From an optimization exercise on the open Yosys and OpenROAD flow, aimed at small area, a short achievable clock period and few clock cycles; shortcuts taken in it are not production practice.
Only simulation tests tie the RTL to the original design; equivalence was not proved.

==> flow/design.v <==
package fc_pkg;
	localparam int DATA_W = 32;
	localparam int LANE_W = 16;
	localparam int ADDR_W = 12;
	localparam int NUM_WEIGHT_MEMS = 2;
	localparam int NUM_LANES       = 2 * NUM_WEIGHT_MEMS;
	localparam int MAC_LATENCY = 2;
	typedef logic [DATA_W-1:0] word_t;
	typedef logic signed [LANE_W-1:0] lane_t;
	typedef logic [ADDR_W-1:0] addr_t;
	typedef logic [ADDR_W:0] cnt_t;
	typedef logic signed [DATA_W-1:0] acc_t;
	typedef enum logic [1:0] {
		SEQ_IDLE = 2'b00,
		SEQ_RUN  = 2'b01,
		SEQ_DONE = 2'b10
	} seq_state_t;
endpackage
`timescale 1ns/100ps
module fc_mac_lane (
	input  logic          clk,
	input  logic          reset_n,
	input  logic          i_run,
	input  logic          i_valid,
	input  fc_pkg::lane_t i_node,
	input  fc_pkg::lane_t i_wgt,
	output fc_pkg::acc_t  o_result,
	output logic          o_valid
);
	logic [fc_pkg::MAC_LATENCY-1:0] vld_pipe;
	fc_pkg::acc_t                   prod;
	fc_pkg::acc_t                   acc;
	always_ff @(posedge clk) begin
		if (i_valid) begin
			prod <= fc_pkg::acc_t'(i_node) * fc_pkg::acc_t'(i_wgt);
		end
	end
	always_ff @(posedge clk or negedge reset_n) begin
		if (!reset_n) begin
			vld_pipe <= '0;
		end else if (i_run) begin
			vld_pipe <= '0;
		end else begin
			vld_pipe <= {vld_pipe[fc_pkg::MAC_LATENCY-2:0], i_valid};
		end
	end
	always_ff @(posedge clk or negedge reset_n) begin
		if (!reset_n) begin
			acc <= '0;
		end else if (i_run) begin
			acc <= '0;
		end else if (vld_pipe[0]) begin
			acc <= acc + prod;
		end
	end
	assign o_result = acc;
	assign o_valid  = vld_pipe[fc_pkg::MAC_LATENCY-1];
endmodule
`timescale 1ns/100ps
module fc_sequencer (
	input  logic          clk,
	input  logic          reset_n,
	input  logic          i_run,
	input  fc_pkg::cnt_t  i_num_cnt,
	input  logic          i_lanes_valid,
	output logic          o_idle,
	output logic          o_read,
	output logic          o_write,
	output logic          o_done,
	output logic          o_rd_valid,
	output logic          o_mem_ce,
	output fc_pkg::addr_t o_mem_addr
);
	fc_pkg::seq_state_t rd_state;
	fc_pkg::seq_state_t rd_state_nxt;
	fc_pkg::seq_state_t wr_state;
	fc_pkg::seq_state_t wr_state_nxt;
	fc_pkg::cnt_t       num_cnt;
	fc_pkg::addr_t      last_addr;
	fc_pkg::addr_t      rd_cnt;
	fc_pkg::addr_t      wr_cnt;
	logic       start;
	logic       rd_last;
	logic       wr_last;
	logic       rd_valid;
	assign o_idle = (rd_state == fc_pkg::SEQ_IDLE) && (wr_state == fc_pkg::SEQ_IDLE);
	assign start  = i_run && o_idle;
	assign o_read  = (rd_state == fc_pkg::SEQ_RUN);
	assign o_write = (wr_state == fc_pkg::SEQ_RUN);
	assign o_done  = (wr_state == fc_pkg::SEQ_DONE);
	always_ff @(posedge clk or negedge reset_n) begin
		if (!reset_n) begin
			rd_state <= fc_pkg::SEQ_IDLE;
			wr_state <= fc_pkg::SEQ_IDLE;
		end else begin
			rd_state <= rd_state_nxt;
			wr_state <= wr_state_nxt;
		end
	end
	always_comb begin
		rd_state_nxt = rd_state;
		case (rd_state)
			fc_pkg::SEQ_IDLE: begin
				if (start) begin
					rd_state_nxt = fc_pkg::SEQ_RUN;
				end
			end
			fc_pkg::SEQ_RUN: begin
				if (rd_last) begin
					rd_state_nxt = fc_pkg::SEQ_DONE;
				end
			end
			fc_pkg::SEQ_DONE: begin
				rd_state_nxt = fc_pkg::SEQ_IDLE;
			end
			default: begin
				rd_state_nxt = fc_pkg::SEQ_IDLE;
			end
		endcase
	end
	always_comb begin
		wr_state_nxt = wr_state;
		case (wr_state)
			fc_pkg::SEQ_IDLE: begin
				if (start) begin
					wr_state_nxt = fc_pkg::SEQ_RUN;
				end
			end
			fc_pkg::SEQ_RUN: begin
				if (wr_last) begin
					wr_state_nxt = fc_pkg::SEQ_DONE;
				end
			end
			fc_pkg::SEQ_DONE: begin
				wr_state_nxt = fc_pkg::SEQ_IDLE;
			end
			default: begin
				wr_state_nxt = fc_pkg::SEQ_IDLE;
			end
		endcase
	end
	always_ff @(posedge clk or negedge reset_n) begin
		if (!reset_n) begin
			num_cnt <= '0;
		end else if (start) begin
			num_cnt <= i_num_cnt;
		end
	end
	assign last_addr = fc_pkg::addr_t'(num_cnt - fc_pkg::cnt_t'(1));
	assign rd_last = o_read && (rd_cnt == last_addr);
	assign wr_last = o_write && i_lanes_valid && (wr_cnt == last_addr);
	always_ff @(posedge clk or negedge reset_n) begin
		if (!reset_n) begin
			rd_cnt <= '0;
		end else if (rd_last) begin
			rd_cnt <= '0;
		end else if (o_read) begin
			rd_cnt <= rd_cnt + fc_pkg::addr_t'(1);
		end
	end
	always_ff @(posedge clk or negedge reset_n) begin
		if (!reset_n) begin
			wr_cnt <= '0;
		end else if (wr_last) begin
			wr_cnt <= '0;
		end else if (o_write && i_lanes_valid) begin
			wr_cnt <= wr_cnt + fc_pkg::addr_t'(1);
		end
	end
	always_ff @(posedge clk or negedge reset_n) begin
		if (!reset_n) begin
			rd_valid <= 1'b0;
		end else begin
			rd_valid <= o_read;
		end
	end
	assign o_rd_valid = rd_valid;
	assign o_mem_ce   = o_read;
	assign o_mem_addr = rd_cnt;
endmodule
`timescale 1ns/100ps
module fc_layer_top (
	input  logic          clk,
	input  logic          reset_n,
	input  logic          i_run,
	input  fc_pkg::cnt_t  i_num_cnt,
	output logic          o_idle,
	output logic          o_read,
	output logic          o_write,
	output logic          o_done,
	output fc_pkg::addr_t o_mem_addr,
	output logic          o_mem_ce,
	input  fc_pkg::word_t i_node_q,
	input  fc_pkg::word_t i_wgt0_q,
	input  fc_pkg::word_t i_wgt1_q,
	output fc_pkg::acc_t  o_result_0,
	output fc_pkg::acc_t  o_result_1,
	output fc_pkg::acc_t  o_result_2,
	output fc_pkg::acc_t  o_result_3
);
	fc_pkg::word_t                wgt_q [fc_pkg::NUM_WEIGHT_MEMS];
	fc_pkg::acc_t                 lane_result [fc_pkg::NUM_LANES];
	logic [fc_pkg::NUM_LANES-1:0] lane_valid;
	logic                 rd_valid;
	logic                 lane_start;
	logic                 all_valid;
	assign wgt_q[0] = i_wgt0_q;
	assign wgt_q[1] = i_wgt1_q;
	assign lane_start = i_run & o_idle;
	assign all_valid = &lane_valid;
	fc_sequencer u_seq (
		.clk           (clk),
		.reset_n       (reset_n),
		.i_run         (i_run),
		.i_num_cnt     (i_num_cnt),
		.i_lanes_valid (all_valid),
		.o_idle        (o_idle),
		.o_read        (o_read),
		.o_write       (o_write),
		.o_done        (o_done),
		.o_rd_valid    (rd_valid),
		.o_mem_ce      (o_mem_ce),
		.o_mem_addr    (o_mem_addr)
	);
	for (genvar g = 0; g < fc_pkg::NUM_LANES; g++) begin : g_lane
		fc_pkg::lane_t node_op;
		fc_pkg::lane_t wgt_op;
		assign node_op = i_node_q[fc_pkg::LANE_W*(2 - g%2) - 1 -: fc_pkg::LANE_W];
		assign wgt_op  = wgt_q[g/2][fc_pkg::LANE_W*(2 - g%2) - 1 -: fc_pkg::LANE_W];
		fc_mac_lane u_lane (
			.clk      (clk),
			.reset_n  (reset_n),
			.i_run    (lane_start),
			.i_valid  (rd_valid),
			.i_node   (node_op),
			.i_wgt    (wgt_op),
			.o_result (lane_result[g]),
			.o_valid  (lane_valid[g])
		);
	end
	assign o_result_0 = lane_result[0];
	assign o_result_1 = lane_result[1];
	assign o_result_2 = lane_result[2];
	assign o_result_3 = lane_result[3];
endmodule
==> flow/run.sh <==
#!/bin/bash
# synth_recipe.tcl (not shown) runs the flow's synth.tcl, then flattens the netlist and writes it again
# the make line also repeats each setting of config.mk as NAME=value (left out here)
make -C /OpenROAD-flow-scripts/flow DESIGN_CONFIG=/design/flow/config.mk WORK_HOME=/design/flow/orfs CLKGATE_MAP_FILE= SYNTH_SCRIPT=/design/flow/synth_recipe.tcl finish
==> flow/config.mk <==
export PLATFORM = sky130hd
export DESIGN_NAME = fc_layer_top
export DESIGN_NICKNAME = fc_layer_top
export VERILOG_FILES = /design/flow/design.v
export SDC_FILE = /design/flow/constraint.sdc
export NUM_CORES = 4
export LEC_CHECK = 0
export CAP_MARGIN = 20
export CORE_MARGIN = 2
export CORE_UTILIZATION = 40
export SLEW_MARGIN = 20
==> flow/constraint.sdc <==
create_clock -name core_clock -period 10.0 [get_ports {clk}]
set_input_delay 2.0000 -clock core_clock [delete_from_list [all_inputs] [get_ports {clk}]]
set_output_delay 2.0000 -clock core_clock [all_outputs]
set_load 0.01 [all_outputs]
==> summary.txt <==
[layout make-up]
class	instances	area, um^2
multi-input combinational	4268	42800
tap	1876	2350
antenna	1	2.50
sequential	299	8130
clock buffer	47	961
clock inverter	17	175
fill	13602	77500
timing repair buffer	342	3220
inverter	1215	4560
[synthesized netlist by cell type (26+ instances only)]
library cell / count / area share [%]
nand3_1: 47 / 0.42
o21ai_0: 119 / 1.1
nor2_1: 258 / 1.7
ha_1: 455 / 10
inv_1: 1215 / 8.1
fa_1: 1052 / 37
dfrtp_1: 171 / 7.6
mux2i_1: 73 / 1.3
nor2b_1: 31 / 0.34
and2_1: 512 / 5.7
a21o_1: 124 / 1.7
nand2b_1: 48 / 0.53
a21oi_1: 222 / 2.0
o21bai_1: 36 / 0.48
nand2_1: 632 / 4.2
xor2_1: 77 / 1.2
a31oi_1: 26 / 0.29
nor3_1: 63 / 0.56
xnor2_1: 187 / 2.9
edfxtp_1: 128 / 6.8
and3_1: 34 / 0.38
clkbuf_1: 198 / 1.3
[routing by layer]
layer	wire, um	up-vias
met1	63000	20703
met3	9610	172
met4	3110	2
met5	12	-
met2	67100	868
li1	-	18932
[worst reg2reg max path: stages (launching register included)]
cell and delay, ns:
dfrtp_1 0.37, ha_1 0.21, inv_1 0.06, fa_1 0.38
nor2b_1 0.18, o21ai_0 0.12, a21boi_0 0.49, o21ai_0 0.29
a21oi_1 0.29, o21ai_0 0.18, a31oi_1 0.32, o211ai_1 0.17
a21o_1 0.18, a31o_2 0.23
[registers in the layout, summed over array words and instances (netlist names)]
signal and flops:
u_seq.rd_cnt 12, u_seq.wr_cnt 12, u_seq.wr_state 2, g_lane.u_lane.vld_pipe 2, u_seq.rd_state 2, u_seq.rd_valid 1
u_seq.num_cnt 12, g_lane.u_lane.acc 128, g_lane.u_lane.prod 128
[per-stage QoR]
step | utilization (%) | area, um^2 | hold WS [ns] | std cells
after floorplan | - | 56300 | 0.462 | 6000
after global placement | 43.7 | 61100 | 0.502 | 8000
after detailed placement | 43.7 | 61100 | 0.496 | 8000
after CTS | 44.5 | 62200 | 0.528 | 8064
after global routing | 44.5 | 62200 | 0.545 | 8064
final | 44.5 | 62200 | 0.527 | 8065
[worst max path at each step]
| stage | endpoint | cells after the start |
|---|---|---|
| global placement | g_lane[2].u_lane.prod[30] | 25 |
| finish | g_lane[2].u_lane.prod[30] | 25 |
| detailed placement | g_lane[2].u_lane.prod[30] | 25 |
| floorplan | g_lane[0].u_lane.prod[30] | 24 |
| global route | g_lane[0].u_lane.prod[31] | 20 |
| CTS | g_lane[0].u_lane.prod[31] | 20 |
[cells by family after synthesis]
| kind of cell | after synthesis | synth area share [%] |
|---|---|---|
| buf+inv | 1433 | 9.58 |
| xor+xnor | 264 | 4.10 |
| simple gates | 1716 | 15.0 |
| mux | 74 | 1.32 |
| flops | 299 | 14.4 |
| fa+ha+maj | 1507 | 47.5 |
| compound gates | 707 | 8.08 |
==> results.ini <==
[sta]
setup_ws_ns=1.20
setup_violations=0
worstMarginPinSlew_ns=1.12
fin_crit_sh_pct=88.0
fmax_mhz=114
setup-tns-final_ns=0
fin_crit_ns=8.80
skew_ns=0.0299
rsz0062_at_grt=false
slew_headroom_pct=25.1
finalHoldViolations=0
slew_viol_final=0

[global_route]
gr-usage-met3_pct=4.69
grt_util_met2_pct=34.4
grt_max_degree=72
grt_busiest_layer=met2
grt.total_usage_pct=20.7
grt_pass1_vias=43891
antenna_found_initial=3
grt.overflow.total=0
grt_util_met1_pct=27.7
grt_pass1_wl_um=237000

[finish]
final_cell_mix=inv_1 (1214), fa_1 (1052), nand2_1 (631), and2_1 (511), ha_1 (455)
area_growth_pct=10.4
drive_above_1_share_pct=2.70
nNetsFinal=7780
final_common_cell=inv_1

[setup_path]
cp_slowest_cell=clkdlybuf4s50_1
path_common_cell=fa_1
startpoint_type=input pin
cp.arrival_ns=9.12
timing.reg2reg.setup_slack_ns=6.40
regToRegEndpoint=g_lane[3].u_lane.acc[30]
reg2reg_from=g_lane[3].u_lane.acc[0]
crit_buf_inv=7
slowest_delay_ns=1.00
cpLargestDelayFamily=adder cells
r2r_cells=13
worstSetupStartpoint=i_node_q[22]
crit_path_max_fanout=16
crit_type=in2reg
endpoint_kind=flip-flop
required_ns=10.31

[clock_tree]
clk_pin_slew_ns=0.06
cts-hold-fix-buffers=0
cts_num_sinks=299
cts-htree-levels=2
root_buffer=clkbuf_16
tritoncts=yes
numCtsBuffers=35
clk-insertion-delay-late_ns=0.58
post-cts-setup-buffers=0
cts_resized=0
cts_buffer_depth=3

[yosys]
syn_area_um2=56300
syn-num-nets=7619
syn_inst=6000
ys_ff_latch=299
ys_seq_area_share_pct=14.4
async_flop_share_pct=57.2
ys_warn_count=6
synth.avg_cell_area_um2=9.39
synthFlopType=dfrtp_1
netlist-cell-type-count=78
synth-edff-count=128

[routing]
via_per_inst=5.04
first_pass_iters=5
ant_nets=0
drcViolationCount=0
wl_per_cell_um=17.7
drt_iter0_drc=2032
wl_um=143000
vias=40677

[min_path]
hold_end=u_seq.num_cnt[11]
hp-class=reg2reg
holdPathStages=2
min-delay-start=u_seq.num_cnt[11]

[die]
die_area_um2=144000
fp-row-count=137
die_w_um=379
start_util_pct=40.3
pin_count=257
fp.coreArea_um2=140000
dieHeight_um=379

[placed_design]
dp_slack_ns=0.702
hpwl_um=117000
gp_congestion=0.871
portBuffers=255

[flow_run]
maxCapViolations=0

[status]
status=complete, no violations

Testbench counts, summed over its fixed seeds: cycles 17,461.

afterwards: timing with drivers on the ports:
The flow's constraints put no driver on any port. The routed layout listed below was extracted and timed again, unchanged, in two steps.
Step 1 assumes that a clkbuf_16 drives the clock port and a buf_2 every other input.
Step 2, shift: input delay + t, output delay - t, t = (earliest + latest rising clock arrival at the registers) / 2. This alone moves slack from input paths to output paths.
a / b / c = ideal ports / drivers / drivers and shift; a / b = the first two.
t, ns: 0.634
setup WS [ns]: 1.197 / 1.227 / 0.593
worst hold slack (ns): 0.527 / 0.527 / 0.527
worst setup path at the end: input to register
clock arrival spread, ns: 0.034 / 0.034
After both steps this run still meets setup and hold. The setup slack of this run moves by +0.030 ns with the drivers and by -0.604 ns with both steps.
